From an optimization exercise on the open Yosys and OpenROAD flow, aimed at small area, a short achievable clock period and few clock cycles per item; shortcuts taken in it are not production practice.
Function was checked by simulation only, so behaviour that the tests miss may differ from the original.
Power is estimated from default activity; no workload was simulated.

==> design/flow/design.v <==
package ght_pkg;
  localparam int unsigned SLOT_COUNT = 32;
  localparam logic [1:0] KIND_SPAWN   = 2'd0;
  localparam logic [1:0] KIND_VIEW    = 2'd1;
  localparam logic [1:0] KIND_DESTROY = 2'd2;
  localparam logic [1:0] KIND_FLUSH   = 2'd3;
  localparam logic [2:0] ST_OK        = 3'd0;
  localparam logic [2:0] ST_NULL      = 3'd1;
  localparam logic [2:0] ST_FULL      = 3'd2;
  localparam logic [2:0] ST_BAD_INDEX = 3'd3;
  localparam logic [2:0] ST_STALE     = 3'd4;
  localparam logic [2:0] ST_PENDING   = 3'd5;
endpackage
module generational_handle_table (
  input  logic        clk_i,
  input  logic        rst_ni,
  input  logic        in_valid_i,
  output logic        in_ready_o,
  input  logic [1:0]  in_kind_i,
  input  logic [31:0] in_index_i,
  input  logic [31:0] in_gen_i,
  input  logic [63:0] in_payload_i,
  output logic        out_valid_o,
  input  logic        out_ready_i,
  output logic [2:0]  out_status_o,
  output logic [31:0] out_index_o,
  output logic [31:0] out_gen_o,
  output logic [63:0] out_payload_o,
  output logic        out_freed_o,
  output logic        out_last_o
);
  localparam int N = ght_pkg::SLOT_COUNT;
  logic [63:0]  pay_mem [N];
  logic [31:0]  gen_mem [N];
  logic [N-1:0] alive_q, pend_q;
  logic [5:0]   hw_q;
  logic [4:0]   lst_q [N];
  logic [5:0]   fc_q;               
  logic [5:0]   qc_q;               
  logic [5:0]   tp_q;               
  logic [4:0]   fs0_q, fs1_q;       
  logic [4:0]   dq0_q, dq1_q;       
  logic         fs_any_q;           
  logic         hw_room_q;          
  logic         qc_nz_q;            
  logic         qc_gt1_q;           
  logic [4:0]   sp_slot_q;          
  logic [N-1:0] sp_oh_q;            
  logic        busy_q, r_ld_q;      
  logic        r_v;
  logic [1:0]  r_kind;
  logic [63:0] r_dat;               
  logic [31:0] r_idx, r_gen;
  logic [63:0] r_pay;
  assign r_idx = r_dat[31:0];
  assign r_gen = r_dat[63:32];
  assign r_pay = r_dat;
  logic [N-1:0] raddr_oh;           
  logic        c_v;
  logic [1:0]  c_kind;
  logic [31:0] c_idx, c_gen;
  logic        c_pnz;
  logic [31:0] x_gen;               
  logic [63:0] x_pay;               
  logic        x_al, x_pd, x_inr;   
  logic        o_v, s_v;
  logic [2:0]  o_st, s_st;
  logic [31:0] o_idx, s_idx, o_gen, s_gen;
  logic [63:0] o_pay, s_pay;
  logic        o_fr, s_fr, o_last, s_last;
  logic [4:0]  c_i5, dq0;
  logic        c_spawn, c_flush, gen_eq, chk_ok;
  logic        sp_fire, sp_reuse, sp_new, dq_push, emit;
  logic        c_fire, c_out, c_done, c_free, c_take, r_adv;
  logic [31:0] x_gen_inc;
  assign c_i5      = c_idx[4:0];
  assign dq0       = dq0_q;
  assign c_spawn   = c_kind == ght_pkg::KIND_SPAWN;
  assign c_flush   = c_kind == ght_pkg::KIND_FLUSH;
  assign gen_eq    = x_gen == c_gen;
  assign chk_ok    = x_inr && x_al && gen_eq;
  assign x_gen_inc = x_gen + 32'd1;
  assign c_fire   = c_v && !s_v;
  assign sp_fire  = c_fire && c_spawn && c_pnz && (fs_any_q || hw_room_q);
  assign sp_reuse = sp_fire && fs_any_q;
  assign sp_new   = sp_fire && !fs_any_q;
  assign dq_push  = c_fire && (c_kind == ght_pkg::KIND_DESTROY) && chk_ok && !x_pd;
  assign emit     = c_fire && c_flush && qc_nz_q;
  assign c_out    = c_fire && !(c_flush && !qc_nz_q);
  assign c_done   = c_fire && !(c_flush && qc_gt1_q);
  assign c_free   = !c_v || c_done;
  assign c_take   = c_free && !(c_v && (c_kind == ght_pkg::KIND_DESTROY) &&
                                (r_kind == ght_pkg::KIND_FLUSH) && !qc_gt1_q);
  assign r_adv    = r_v && c_take;
  logic [2:0]  res_st;
  logic [31:0] res_idx, res_gen;
  logic [63:0] res_pay;
  logic        res_fr, res_last;
  always_comb begin
    res_st   = ght_pkg::ST_OK;
    res_idx  = c_idx;
    res_gen  = c_gen;
    res_pay  = '0;
    res_fr   = 1'b0;
    res_last = 1'b1;
    case (c_kind)
      ght_pkg::KIND_SPAWN: begin
        res_idx = '0;
        res_gen = '0;
        if (!c_pnz) begin
          res_st = ght_pkg::ST_NULL;
        end else if (fs_any_q || hw_room_q) begin
          res_idx = {27'd0, sp_slot_q};
          res_gen = fs_any_q ? x_gen : 32'd1;
        end else begin
          res_st = ght_pkg::ST_FULL;
        end
      end
      ght_pkg::KIND_VIEW: begin
        if (!x_inr)                         res_st = ght_pkg::ST_BAD_INDEX;
        else if (!x_al || !gen_eq || x_pd)  res_st = ght_pkg::ST_STALE;
        else                                res_pay = x_pay;
      end
      ght_pkg::KIND_DESTROY: begin
        if (!x_inr)                res_st = ght_pkg::ST_BAD_INDEX;
        else if (!x_al || !gen_eq) res_st = ght_pkg::ST_STALE;
        else if (x_pd)             res_st = ght_pkg::ST_PENDING;
      end
      default: begin
        res_idx  = {27'd0, dq0};
        res_gen  = x_gen;
        res_pay  = x_pay;
        res_fr   = 1'b1;
        res_last = !qc_gt1_q;
      end
    endcase
  end
  logic        c_new_pred, c_spok_pred;
  logic [31:0] rd_gen;
  logic [63:0] rd_pay;
  logic        rd_al, rd_pd, r_inr;
  assign c_spok_pred = c_v && c_spawn && c_pnz && (fs_any_q || hw_room_q);
  assign c_new_pred  = c_spok_pred && !fs_any_q;
  logic f_em_q, f_sp_q, f_new_q, f_ci_q, p_spw_q;
  logic [31:0] gen_rd;
  logic [63:0] pay_rd;
  always_comb begin
    gen_rd = '0;
    pay_rd = '0;
    for (int i = 0; i < N; i++) begin
      gen_rd = gen_rd | ({32{raddr_oh[i]}} & gen_mem[i]);
      pay_rd = pay_rd | ({64{raddr_oh[i]}} & pay_mem[i]);
    end
  end
  always_comb begin
    if (f_em_q)        rd_gen = x_gen_inc;
    else if (f_new_q)  rd_gen = 32'd1;
    else               rd_gen = gen_rd;
    if (p_spw_q)       rd_pay = r_pay;
    else if (f_sp_q)   rd_pay = x_pay;
    else               rd_pay = pay_rd;
    rd_al = |(alive_q & raddr_oh);
    rd_pd = |(pend_q & raddr_oh);
    if (f_sp_q) begin
      rd_al = 1'b1;
      rd_pd = 1'b0;
    end
    if (f_em_q) begin
      rd_al = 1'b0;
      rd_pd = 1'b0;
    end
    if (dq_push && f_ci_q) rd_pd = 1'b1;
  end
  assign r_inr = (r_idx[31:5] == 27'd0) &&
                 (({1'b0, r_idx[4:0]} < hw_q) || (c_new_pred && (r_idx[4:0] == hw_q[4:0])));
  logic [5:0]  fc_d, hw_d, qc_d;
  logic        fs_any_d, hw_room_d, qc_nz_d, qc_gt1_d;
  logic [4:0]  fs0_d, fs1_d, dq0_d, dq1_d, sp_slot_d;
  logic        r_v_d, c_v_d, s_v_d, in_rdy_d;
  logic [1:0]  r_kind_d, c_kind_d;
  logic [4:0]  r_i5_d, c_i5_d, raddr_d;
  logic        c_pnz_d, c_flush_d, c_spawn_d;
  logic        serve_fl_d, c_pop_pred_d, c_emit_pred_d, c_take_d;
  logic        qc_nz_np_d, qc_gt1_np_d;
  assign fc_d      = fc_q + {5'd0, emit} - {5'd0, sp_reuse};
  assign hw_d      = hw_q + {5'd0, sp_new};
  assign qc_d      = qc_q + {5'd0, dq_push} - {5'd0, emit};
  logic        d_wr;                
  logic [4:0]  hw_inc;
  assign d_wr      = c_fire && (c_kind == ght_pkg::KIND_DESTROY) && !tp_q[5];
  assign hw_inc    = hw_q[4:0] + 5'd1;
  assign fs_any_d  = emit || (sp_reuse ? (fc_q > 6'd1) : fs_any_q);
  assign hw_room_d = hw_room_q && !(sp_new && (hw_q[4:0] == 5'd31));
  assign qc_nz_d   = dq_push || (emit ? qc_gt1_q : qc_nz_q);
  assign qc_gt1_d  = dq_push ? qc_nz_q : (emit ? (qc_q > 6'd2) : qc_gt1_q);
  assign qc_nz_np_d  = emit ? qc_gt1_q : qc_nz_q;
  assign qc_gt1_np_d = emit ? (qc_q > 6'd2) : qc_gt1_q;
  logic [4:0]  a_fs2_q, a_dq2_q, rd_fs2, rd_dq2;
  assign rd_fs2    = lst_q[a_fs2_q];
  assign rd_dq2    = lst_q[a_dq2_q];
  assign fs0_d     = sp_reuse ? fs1_q : (emit ? dq0 : fs0_q);
  assign fs1_d     = sp_reuse ? rd_fs2 : (emit ? fs0_q : fs1_q);
  assign dq0_d     = emit ? dq1_q : ((d_wr && !qc_nz_q) ? c_i5 : dq0);
  assign dq1_d     = emit ? rd_dq2 : ((d_wr && (qc_q == 6'd1)) ? c_i5 : dq1_q);
  assign sp_slot_d = fs_any_d ? fs0_d : (sp_new ? hw_inc : hw_q[4:0]);
  assign r_v_d     = r_ld_q ? in_valid_i : (r_v && !r_adv);
  assign r_kind_d  = r_ld_q ? in_kind_i : r_kind;
  assign r_i5_d    = r_ld_q ? in_index_i[4:0] : r_idx[4:0];   
  assign c_v_d     = c_take ? r_v : (c_v && !c_done);
  assign c_kind_d  = c_take ? r_kind : c_kind;
  assign c_i5_d    = c_take ? r_idx[4:0] : c_i5;
  assign c_pnz_d   = c_take ? (r_pay != 64'd0) : c_pnz;
  assign c_flush_d = c_kind_d == ght_pkg::KIND_FLUSH;
  assign c_spawn_d = c_kind_d == ght_pkg::KIND_SPAWN;
  assign s_v_d     = (!o_v || out_ready_i) ? 1'b0 : (s_v || c_out);
  assign c_take_d  = (!c_v_d || (!s_v_d && !(c_flush_d && qc_gt1_np_d))) &&
                     !(c_v_d && (c_kind_d == ght_pkg::KIND_DESTROY) &&
                       (r_kind_d == ght_pkg::KIND_FLUSH) && !qc_gt1_d);
  assign in_rdy_d  = !r_v_d || c_take_d;
  assign serve_fl_d    = c_v_d && c_flush_d && qc_gt1_np_d;
  assign c_pop_pred_d  = c_v_d && c_spawn_d && c_pnz_d && fs_any_d;
  assign c_emit_pred_d = c_v_d && c_flush_d && qc_nz_np_d;
  logic c_spok_pred_d, f_em_d, f_sp_d, f_new_d, f_ci_d, p_spw_d;
  assign c_spok_pred_d = c_v_d && c_spawn_d && c_pnz_d && (fs_any_d || hw_room_d);
  logic r_vd_d;
  assign r_vd_d  = (r_kind_d == ght_pkg::KIND_VIEW) || (r_kind_d == ght_pkg::KIND_DESTROY);
  assign f_em_d  = c_emit_pred_d && !serve_fl_d && (!r_vd_d || (r_i5_d == dq0_d));
  assign f_sp_d  = c_spok_pred_d && r_vd_d && (r_i5_d == sp_slot_d);
  assign f_new_d = f_sp_d && !fs_any_d;
  assign f_ci_d  = (c_kind_d == ght_pkg::KIND_DESTROY) && r_vd_d && (r_i5_d == c_i5_d);
  assign p_spw_d = !serve_fl_d && (r_kind_d == ght_pkg::KIND_SPAWN);
  always_comb begin
    if (serve_fl_d) begin
      raddr_d = dq1_d;
    end else begin
      case (r_kind_d)
        ght_pkg::KIND_SPAWN: raddr_d = c_pop_pred_d ? fs1_d : (c_emit_pred_d ? dq0_d : fs0_d);
        ght_pkg::KIND_FLUSH: raddr_d = dq0_d;
        default:             raddr_d = r_i5_d;
      endcase
    end
  end
  logic [N-1:0] gen_we;
  logic [31:0]  gen_wd;
  always_comb begin
    for (int i = 0; i < N; i++) begin
      gen_we[i] = (sp_new && sp_oh_q[i]) || (emit && (dq0 == 5'(i)));
    end
  end
  assign gen_wd = emit ? x_gen_inc : 32'd1;
  always_ff @(posedge clk_i or negedge rst_ni) begin
    if (!rst_ni) begin
      busy_q    <= 1'b0;
      r_ld_q    <= 1'b1;
      r_v       <= 1'b0;
      c_v       <= 1'b0;
      o_v       <= 1'b0;
      s_v       <= 1'b0;
      alive_q   <= '0;
      pend_q    <= '0;
      hw_q      <= '0;
      fc_q      <= '0;
      a_fs2_q   <= 5'd29;
      a_dq2_q   <= 5'd2;
      tp_q      <= '0;
      qc_q      <= '0;
      fs_any_q  <= 1'b0;
      hw_room_q <= 1'b1;
      qc_nz_q   <= 1'b0;
      qc_gt1_q  <= 1'b0;
      sp_slot_q <= '0;
      sp_oh_q   <= N'(1);
    end else begin
      busy_q    <= !in_rdy_d;
      r_ld_q    <= in_rdy_d;
      r_v       <= r_v_d;
      c_v       <= c_v_d;
      s_v       <= s_v_d;
      if (!o_v || out_ready_i) o_v <= s_v || c_out;
      for (int i = 0; i < N; i++) begin
        if (sp_fire && sp_oh_q[i]) begin
          alive_q[i] <= 1'b1;
          pend_q[i]  <= 1'b0;
        end
      end
      if (dq_push) pend_q[c_i5] <= 1'b1;
      if (emit) begin
        alive_q[dq0] <= 1'b0;
        pend_q[dq0]  <= 1'b0;
      end
      fc_q      <= fc_d;
      a_fs2_q   <= 5'(fc_d - 6'd3);
      a_dq2_q   <= 5'(fc_d + 6'd2);
      tp_q      <= tp_q + {5'd0, dq_push} - {5'd0, sp_reuse};
      hw_q      <= hw_d;
      qc_q      <= qc_d;
      fs_any_q  <= fs_any_d;
      hw_room_q <= hw_room_d;
      qc_nz_q   <= qc_nz_d;
      qc_gt1_q  <= qc_gt1_d;
      sp_slot_q <= sp_slot_d;
      sp_oh_q   <= N'(1) << sp_slot_d;
    end
  end
  always_ff @(posedge clk_i) begin
    if (r_ld_q) begin
      r_kind <= in_kind_i;
      r_dat  <= (in_kind_i == ght_pkg::KIND_SPAWN) ? in_payload_i : {in_gen_i, in_index_i};
    end
    raddr_oh <= N'(1) << raddr_d;
    f_em_q  <= f_em_d;
    f_sp_q  <= f_sp_d;
    f_new_q <= f_new_d;
    f_ci_q  <= f_ci_d;
    p_spw_q <= p_spw_d;
    if (c_take) begin
      c_kind <= r_kind;
      c_idx  <= r_idx;
      c_gen  <= r_gen;
      c_pnz  <= r_pay != 64'd0;
      x_inr  <= r_inr;
    end
    if (!c_v || c_fire) begin
      x_gen <= rd_gen;
      x_pay <= rd_pay;
      x_al  <= rd_al;
      x_pd  <= rd_pd;
    end
    for (int i = 0; i < N; i++) begin
      if (sp_fire && sp_oh_q[i]) pay_mem[i] <= x_pay;
    end
    for (int i = 0; i < N; i++) begin
      if (gen_we[i]) gen_mem[i] <= gen_wd;
    end
    for (int i = 0; i < N - 1; i++) begin
      if (sp_reuse && (6'(i) >= fc_q - 6'd1)) lst_q[i] <= lst_q[i+1];
      else if (d_wr && (tp_q == 6'(i)))       lst_q[i] <= c_i5;
    end
    if (d_wr && (tp_q == 6'(N - 1))) lst_q[N-1] <= c_i5;
    fs0_q <= fs0_d;
    fs1_q <= fs1_d;
    dq0_q <= dq0_d;
    dq1_q <= dq1_d;
    if (!o_v || out_ready_i) begin
      if (s_v) begin
        o_st <= s_st; o_idx <= s_idx; o_gen <= s_gen; o_pay <= s_pay; o_fr <= s_fr; o_last <= s_last;
      end else begin
        o_st <= res_st; o_idx <= res_idx; o_gen <= res_gen; o_pay <= res_pay; o_fr <= res_fr;
        o_last <= res_last;
      end
    end
    if (!s_v) begin
      s_st <= res_st; s_idx <= res_idx; s_gen <= res_gen; s_pay <= res_pay; s_fr <= res_fr;
      s_last <= res_last;
    end
  end
  assign in_ready_o    = !busy_q;
  assign out_valid_o   = o_v;
  assign out_status_o  = o_st;
  assign out_index_o   = o_idx;
  assign out_gen_o     = o_gen;
  assign out_payload_o = o_pay;
  assign out_freed_o   = o_fr;
  assign out_last_o    = o_last;
endmodule
==> design/flow/run.sh <==
#!/bin/bash
# synth_recipe.tcl (not shown) runs the flow's synth.tcl, then flattens the netlist and writes it again
# the make line also repeats each setting of config.mk as NAME=value (left out here)
make -C /OpenROAD-flow-scripts/flow DESIGN_CONFIG=/design/flow/config.mk WORK_HOME=/design/flow/orfs CLKGATE_MAP_FILE= SYNTH_SCRIPT=/design/flow/synth_recipe.tcl finish
==> design/flow/config.mk <==
export PLATFORM = sky130hd
export DESIGN_NAME = generational_handle_table
export DESIGN_NICKNAME = generational_handle_table
export VERILOG_FILES = /design/flow/design.v
export SDC_FILE = /design/flow/constraint.sdc
export NUM_CORES = 4
export LEC_CHECK = 0
export CAP_MARGIN = 20
export CORE_MARGIN = 2
export CORE_UTILIZATION = 45
export CTS_CLUSTER_DIAMETER = 100
export CTS_CLUSTER_SIZE = 25
export PLACE_DENSITY = 0.6
export SETUP_SLACK_MARGIN = 4.8
export SLEW_MARGIN = 20
==> design/flow/constraint.sdc <==
create_clock -name core_clock -period 8.0 [get_ports {clk_i}]
set_input_delay 1.6000 -clock core_clock [delete_from_list [all_inputs] [get_ports {clk_i}]]
set_output_delay 1.6000 -clock core_clock [all_outputs]
set_load 0.01 [all_outputs]
==> results.toml, run 1 <==
[floorplan]
die-height_um = 577
floorplan.io_pins = 269
die_width_um = 577
core_region_area_sq_um = 327000
dieArea_sq_um = 333000
rows = 210
initial_core_util_pct = 45.2

[logic_synthesis]
yosysWarningCount = 4
yosys-top-cells-area = "sky130_fd_sc_hd__edfxtp_1 73%, sky130_fd_sc_hd__a22o_1 3.3%, sky130_fd_sc_hd__a22oi_1 2.9%"
ys_types = 98
synth-edff-count = 3592
synth_ff_type = "sky130_fd_sc_hd__edfxtp_1"
synth_top_area_share_pct = 73.0
netlist_area_sq_um = 148000
post_synth_inst_count = 8606
synth-seq-area-share_pct = 78.1
postSynthAreaPerCell_sq_um = 17.2
postSynth.asyncResetShare_pct = 3.66
synth_most_common_cell = "sky130_fd_sc_hd__edfxtp_1"
synth_common_cells = "3592 x sky130_fd_sc_hd__edfxtp_1, 563 x sky130_fd_sc_hd__a22oi_1, 557 x sky130_fd_sc_hd__a22o_1, 457 x sky130_fd_sc_hd__a221oi_1, 405 x sky130_fd_sc_hd__clkbuf_1"
postSynthNetCount = 8808
synthDominantAreaCellType = "sky130_fd_sc_hd__edfxtp_1"
postSynthRegisterBits = 3931

[critical_path]
timing.critical_path.fanout_max = 3
critPathRequiredTime_ns = 8.84
worst-endpoint-arrival_ns = 4.21
startpoint_type = "register"
worstSetupPathType = "reg2reg"
critPathCaptureType = "register"

[final_layout]
n_fill_cell = 26497
layout-area-overhead-vs-synth_pct = 12.7
finish.net_count = 9265
finish.cell_count_without_fillers = 13579
layout-drive-gt1-share_pct = 16.6

[grt]
maximum_number_of_pins_on_one_net_before_global_route_repair = 120
grt_antenna_before_repair = 58
gr-total-overflow = 0
global_route_wire_length_before_repair_mm = 780
number_of_global_route_vias_before_repair = 88196
grt_util_all_layers_pct = 34.4

[sta]
slew_violations = 0
final_hold_viol_count = 0
layout_worst_path_cycle_share_pct = 42.1
finalCriticalPeriod_ns = 3.37
finalHoldWorstSlack_ns = 0.485
grt_setup_unrepaired = "true"
timing.clock.skew_ns = 0.0781
slew_headroom_pct = 11.6
worst_slew_pin_slew_ns = 1.33
clock.fmax_mhz = 297
finalSetupViolations = 0
final.setup.tns_ns = 0

[power]
leakagePower_uw = 0.0562
powerDensity_nw_per_um2 = 262
irDropWorstVdd_mv = 0.175

[route]
drc_errors = 0
routed_via_density = 7.09
drtAntennaViolNets = 0
route.final.wire_length_mm = 593
dr.first_iter.drc_count = 18797
routedWlPerCell_um = 43.6
drt_pass1_iterations = 10
detailroute.via_count = 96247

[cts]
ctsLongestPathBuffers = 4
count_of_h_tree_levels_built_during_cts = 4
clock_sinks = 3931
clock_tree_from_tritoncts = "yes"
root_buffer = "sky130_fd_sc_hd__clkbuf_16"
clock_insertion_delay_worst_skew_ns = 0.95
clk_pin_slew_ns = 0.11
cts_made_buffers = 184

[place]
instance_count_after_placement_with_tap_cells_included = 12921
final_estimated_routing_congestion_in_global_placement = 1.01
io_port_bufs = 268
dp_hpwl_mm = 309

[outcome]
status = "finished clean"

[run]
max_cap_viol_count = 0

[hold_path]
holdCritPathClass = "reg2reg"
per-layer routing:
metal  track usage, %  up-vias  wire (um)
li1                 -    36326          -
met1             47.8    50159     217000
met2             50.2     8371     254000
met3             11.1     1359      91900
met4             13.8       32      28900
met5                0        -        613
final cells by class:
class | instances | area [sq um] | share of cell area (%)
flip-flops and latches | 3931 | 116000 | 69.5
multi-input cells | 4060 | 31900 | 19.2
repair buffers | 772 | 7430 | 4.47
well taps | 4346 | 5440 | 3.27
clock buffers | 307 | 5190 | 3.12
inverters | 114 | 458 | 0.275
clock inverters | 19 | 287 | 0.172
diodes | 30 | 75.1 | 0.0451
what timing repair did:
action,in CTS,in global routing
pin swaps,81,66
cloned,42,16
gates resized for setup,883,181
setup endpoints to repair,4660,1760
hold buffers,0,0
buffers inserted,132,95
per-stage QoR:
step / power [uW] / area [sq um] / utilization, % / worst slack [ns]
after floorplan: 28800 / 148000 / - / 4.44
after global placement: 32000 / 156000 / 47.7 / 3.18
after detailed placement: 32200 / 156000 / 47.8 / 3.15
after CTS: 42900 / 164000 / 50.2 / 4.59
after global routing: 44400 / 166000 / 50.9 / 4.57
final: 43600 / 166000 / 50.9 / 4.63
sequential cells by signal, summed over array words and instances (netlist names), 64 cells and up:
register	flops
x_pay	64
gen_mem	1024
lst_q	160
r_dat	64
o_pay	64
s_pay	64
pay_mem	2048
final timing paths:
kind | from | endpoint | slack, ns | cells past startpoint
hold reg to reg | c_idx[7] | s_idx[7] | 0.49 | 1
max in group asynchronous | rst_ni | sp_oh_q[8] | 5.47 | 3
setup / recovery | x_gen[26] | tp_q[4] | 4.63 | 16
hold / removal | c_idx[7] | s_idx[7] | 0.49 | 1
setup reg to reg | x_gen[26] | tp_q[4] | 4.63 | 16
min in group asynchronous | rst_ni | tp_q[5] | 0.63 | 1
where the power goes:
part | switching [uW] | leakage [uW] | internal (uW)
Clock | 6510 | 0.00261 | 4580
Sequential | 2070 | 0.0392 | 25000
Combinational | 3610 | 0.0145 | 1820
logic make-up (layout without fill, tap and decap cells):
| family | after synthesis | after routing | synth area share, % |
|---|---|---|---|
| AO/OA/AOI/OAI | 2223 | 2225 | 12.0 |
| XOR/XNOR | 109 | 109 | 0.646 |
| adder cells (fa/ha/maj) | 68 | 68 | 0.591 |
| buffers and inverters | 656 | 1212 | 1.79 |
| flip-flops | 3931 | 3931 | 78.1 |
| multiplexers | 268 | 268 | 2.03 |
| other | 0 | 30 | 0 |
| AND/OR/NAND/NOR | 1351 | 1390 | 4.79 |
worst max-delay path, stage by stage (launching register included):
cell and delay [ns]:
sky130_fd_sc_hd__edfxtp_1 0.53, sky130_fd_sc_hd__xor2_1 0.24, sky130_fd_sc_hd__or3b_1 0.42, sky130_fd_sc_hd__nor4_2 0.19, sky130_fd_sc_hd__nand3_1 0.19, sky130_fd_sc_hd__nor3_4 0.31
sky130_fd_sc_hd__nand2_4 0.14, sky130_fd_sc_hd__ha_4 0.27, sky130_fd_sc_hd__inv_2 0.06, sky130_fd_sc_hd__ha_4 0.13, sky130_fd_sc_hd__inv_2 0.04, sky130_fd_sc_hd__fa_2 0.36
sky130_fd_sc_hd__inv_2 0.07, sky130_fd_sc_hd__a21oi_2 0.05, sky130_fd_sc_hd__nor2_1 0.10, sky130_fd_sc_hd__nor2_1 0.06, sky130_fd_sc_hd__xnor2_1 0.12
layout by cell type, fill, tap and decap left out, types with 43 or more instances in the layout:
master / n
sky130_fd_sc_hd__a21oi_1: 145
sky130_fd_sc_hd__a221oi_1: 454
sky130_fd_sc_hd__a222oi_1: 100
sky130_fd_sc_hd__a22o_1: 546
sky130_fd_sc_hd__a22oi_1: 560
sky130_fd_sc_hd__and2_2: 49
sky130_fd_sc_hd__and2_4: 44
sky130_fd_sc_hd__buf_12: 49
sky130_fd_sc_hd__buf_2: 128
sky130_fd_sc_hd__buf_4: 339
sky130_fd_sc_hd__buf_6: 59
sky130_fd_sc_hd__clkbuf_1: 117
sky130_fd_sc_hd__clkbuf_16: 197
sky130_fd_sc_hd__clkdlybuf4s50_1: 132
sky130_fd_sc_hd__dfrtp_1: 129
sky130_fd_sc_hd__dfxtp_1: 158
sky130_fd_sc_hd__edfxtp_1: 3592
sky130_fd_sc_hd__ha_1: 55
sky130_fd_sc_hd__inv_1: 102
sky130_fd_sc_hd__mux2_2: 217
sky130_fd_sc_hd__mux2i_1: 43
sky130_fd_sc_hd__nand2_1: 193
sky130_fd_sc_hd__nand2b_1: 64
sky130_fd_sc_hd__nand3_1: 187
sky130_fd_sc_hd__nand4_1: 274
sky130_fd_sc_hd__nor2_1: 228
sky130_fd_sc_hd__nor3_1: 67
sky130_fd_sc_hd__o21ai_0: 101
sky130_fd_sc_hd__o32a_1: 57
sky130_fd_sc_hd__xnor2_1: 63
Testbench counts, summed over its fixed seeds: cycles 5,516, items 4,800.
==> run 2: changes to the inputs <==
--- a/design/flow/config.mk
+++ b/design/flow/config.mk
@@ -11,5 +11,5 @@
 export CTS_CLUSTER_DIAMETER = 100
 export CTS_CLUSTER_SIZE = 25
 export PLACE_DENSITY = 0.6
-export SETUP_SLACK_MARGIN = 4.8
+export SETUP_SLACK_MARGIN = 5.0
 export SLEW_MARGIN = 20
==> results.toml, run 2 <==
[sta]
slew_violations = 0
finalSetupViolations = 0
final_hold_viol_count = 0
slew_headroom_pct = 14.8
timing.clock.skew_ns = 0.104
finalCriticalPeriod_ns = 3.51
grt_setup_unrepaired = "true"
final.setup.tns_ns = 0
layout_worst_path_cycle_share_pct = 43.9
clock.fmax_mhz = 285
finalHoldWorstSlack_ns = 0.479
worst_slew_pin_slew_ns = 1.28

[logic_synthesis]
yosys-top-cells-area = "sky130_fd_sc_hd__edfxtp_1 73%, sky130_fd_sc_hd__a22o_1 3.3%, sky130_fd_sc_hd__a22oi_1 2.9%"
synth-edff-count = 3592
ys_types = 98
synth_most_common_cell = "sky130_fd_sc_hd__edfxtp_1"
yosysWarningCount = 4
postSynthAreaPerCell_sq_um = 17.2
netlist_area_sq_um = 148000
postSynthRegisterBits = 3931
postSynth.asyncResetShare_pct = 3.66
synthDominantAreaCellType = "sky130_fd_sc_hd__edfxtp_1"
synth_ff_type = "sky130_fd_sc_hd__edfxtp_1"
synth-seq-area-share_pct = 78.1
post_synth_inst_count = 8606
synth_common_cells = "3592 x sky130_fd_sc_hd__edfxtp_1, 563 x sky130_fd_sc_hd__a22oi_1, 557 x sky130_fd_sc_hd__a22o_1, 457 x sky130_fd_sc_hd__a221oi_1, 405 x sky130_fd_sc_hd__clkbuf_1"
postSynthNetCount = 8808
synth_top_area_share_pct = 73.0

[cts]
count_of_h_tree_levels_built_during_cts = 4
clock_sinks = 3931
clock_tree_from_tritoncts = "yes"
root_buffer = "sky130_fd_sc_hd__clkbuf_16"
cts_made_buffers = 185
clk_pin_slew_ns = 0.10
clock_insertion_delay_worst_skew_ns = 0.98
ctsLongestPathBuffers = 4

[route]
route.final.wire_length_mm = 595
routedWlPerCell_um = 43.5
detailroute.via_count = 96650
drtAntennaViolNets = 0
drt_pass1_iterations = 8
drc_errors = 0
routed_via_density = 7.07
dr.first_iter.drc_count = 18483

[floorplan]
rows = 210
dieArea_sq_um = 333000
initial_core_util_pct = 45.2
floorplan.io_pins = 269
die-height_um = 577
core_region_area_sq_um = 327000
die_width_um = 577

[power]
powerDensity_nw_per_um2 = 260
leakagePower_uw = 0.0573
irDropWorstVdd_mv = 0.202

[grt]
gr-total-overflow = 0
global_route_wire_length_before_repair_mm = 781
grt_antenna_before_repair = 55
number_of_global_route_vias_before_repair = 88471
maximum_number_of_pins_on_one_net_before_global_route_repair = 117
grt_util_all_layers_pct = 34.5

[critical_path]
worst-endpoint-arrival_ns = 4.08
timing.rr.start = "c_kind[0]"
critPathRequiredTime_ns = 8.57
timing.critical_path.fanout_max = 37
worstSetupPathType = "reg2reg"
critPathCaptureType = "register"
setup.worst_path.start = "c_kind[0]"
startpoint_type = "register"

[final_layout]
max_flop_register = "pay_mem"
finish.net_count = 9367
finish.cell_count_without_fillers = 13671
layout_commonest_cell = "sky130_fd_sc_hd__edfxtp_1"
layout-area-overhead-vs-synth_pct = 14.3
layout.cells.most_common_list = "3592 x sky130_fd_sc_hd__edfxtp_1, 557 x sky130_fd_sc_hd__a22oi_1, 545 x sky130_fd_sc_hd__a22o_1"
layout-drive-gt1-share_pct = 18.7
post-route-util_pct = 51.6
n_fill_cell = 26328
post-route-cell-area_sq_um = 169000
largest_register_ff_count = 2048
reg.largest.list = "pay_mem x2048, gen_mem x1024, lst_q x160"

[place]
final_estimated_routing_congestion_in_global_placement = 1.01
dp_hpwl_mm = 315
instance_count_after_placement_with_tap_cells_included = 12934
io_port_bufs = 268
placedInstanceArea_sq_um = 156000

[hold_path]
holdCritPathClass = "reg2reg"
hp-start = "hw_q[5]"

[outcome]
status = "finished clean"

[run]
max_cap_viol_count = 0
run 2: cell types whose count changed in the layout (fill, tap and decap cells not counted), sizes merged, moves of 2 or more:
cell and change:
buf +107, clkbuf -13, and2 -12, bufbuf +6, clkinvlp +5, clkinv +4
diode -4, clkdlybuf4s15 -2
run 2: worst paths after layout:
| kind | endpoint | slack (ns) | depth (start not counted) |
|---|---|---|---|
| max | pay_mem[19][19] | 4.49 | 7 |
| min | hw_q[5] | 0.48 | 1 |
| max reg2reg | pay_mem[19][19] | 4.49 | 7 |
| min reg2reg | hw_q[5] | 0.48 | 1 |
| max in group asynchronous | sp_oh_q[28] | 5.51 | 3 |
| min in group asynchronous | hw_q[4] | 0.64 | 1 |
run 2: area by class of cell:
cell class	instances	area (sq um)	area share (%)
diodes	26	65.1	0.0386
clock inverters	27	329	0.195
repair inverters	2	22.5	0.0133
repair buffers	883	9190	5.45
multi-input cells	4048	32600	19.3
flip-flops and latches	3931	116000	68.5
inverters	114	495	0.294
well taps	4346	5440	3.22
clock buffers	294	5070	3.00
run 2: cell families after synthesis:
kind of cell | count (synthesis) | synth area share, %
and+or+nand+nor | 1351 | 4.79
AOI/OAI and AO/OA | 2223 | 12.0
muxes | 268 | 2.03
xor gates and xnor gates | 109 | 0.646
DFF | 3931 | 78.1
adders and majority gates | 68 | 0.591
buffers and inverters | 656 | 1.79
run 2: layer usage:
| metal | routed length [um] | up-vias | global-route usage, % | share of wire [%] |
|---|---|---|---|---|
| li1 | - | 36558 | - | - |
| met1 | 219000 | 50306 | 47.8 | 37 |
| met2 | 257000 | 8392 | 50.8 | 43 |
| met3 | 90500 | 1360 | 10.6 | 15 |
| met4 | 28600 | 34 | 13.8 | 4.8 |
| met5 | 226 | - | 0 | 0.038 |
run 2: power by group:
group / internal, uW / total (uW) / switching [uW]
Sequential: 25000 / 26800 / 1880
Clock: 4500 / 11000 / 6530
Combinational: 2050 / 6040 / 3980
Total: 31500 / 43900 / 12400
run 2: worst max-delay path, stage by stage, from the launching register on:
cell and delay [ns]:
sky130_fd_sc_hd__dfxtp_4 0.36, sky130_fd_sc_hd__inv_1 0.15, sky130_fd_sc_hd__ha_4 0.19, sky130_fd_sc_hd__nand4b_1 0.11, sky130_fd_sc_hd__buf_4 0.25, sky130_fd_sc_hd__nor2_4 0.36
sky130_fd_sc_hd__and2_4 0.85, sky130_fd_sc_hd__buf_4 0.74
run 2: through the flow:
step	worst slack, ns	total power (uW)
CTS	4.58	43100
finish	4.49	43900
global placement	3.54	32100
detailed placement	3.62	32300
global route	4.54	44800
floorplan	4.63	28800
run 2: what timing repair did:
item | in CTS | in global routing
hold buffers | 0 | 0
resized for setup | 1028 | 296
endpoints found under the setup margin | 4658 | 1643
pin swaps | 109 | 99
cloned | 48 | 12
setup buffers | 185 | 119

[static timing again, ports no longer ideal]
How much do the figures lean on ideal ports? The routed layouts below were timed once more, with nothing changed but the port constraints.
Step 1: set_driving_cell puts a clkbuf_16 on clk_i and a buf_2 on each other input, an assumption about the parent block.
Step 2 also shifts input and output timing later by t, the mid clock arrival at the registers, as if the neighbouring blocks saw the same clock.
Slacks: ideal / step 1 / step 2; pairs: ideal / step 1.
run	shift t [ns]	slack for setup (ns)	hold WS [ns]	clock arrival spread, ns	pins driven straight from the clock port
run 1	1.033	4.634 / 4.554 / 3.721	0.485 / 0.485 / 0.485	0.107 / 0.106	1
run 2	1.026	4.491 / 4.491 / 4.001	0.479 / 0.479 / 0.479	0.123 / 0.123	1
After both steps every run listed still meets setup and hold. For run 1, which loses most, drivers alone change the setup slack by -0.080 ns; drivers and shift together by -0.913 ns.
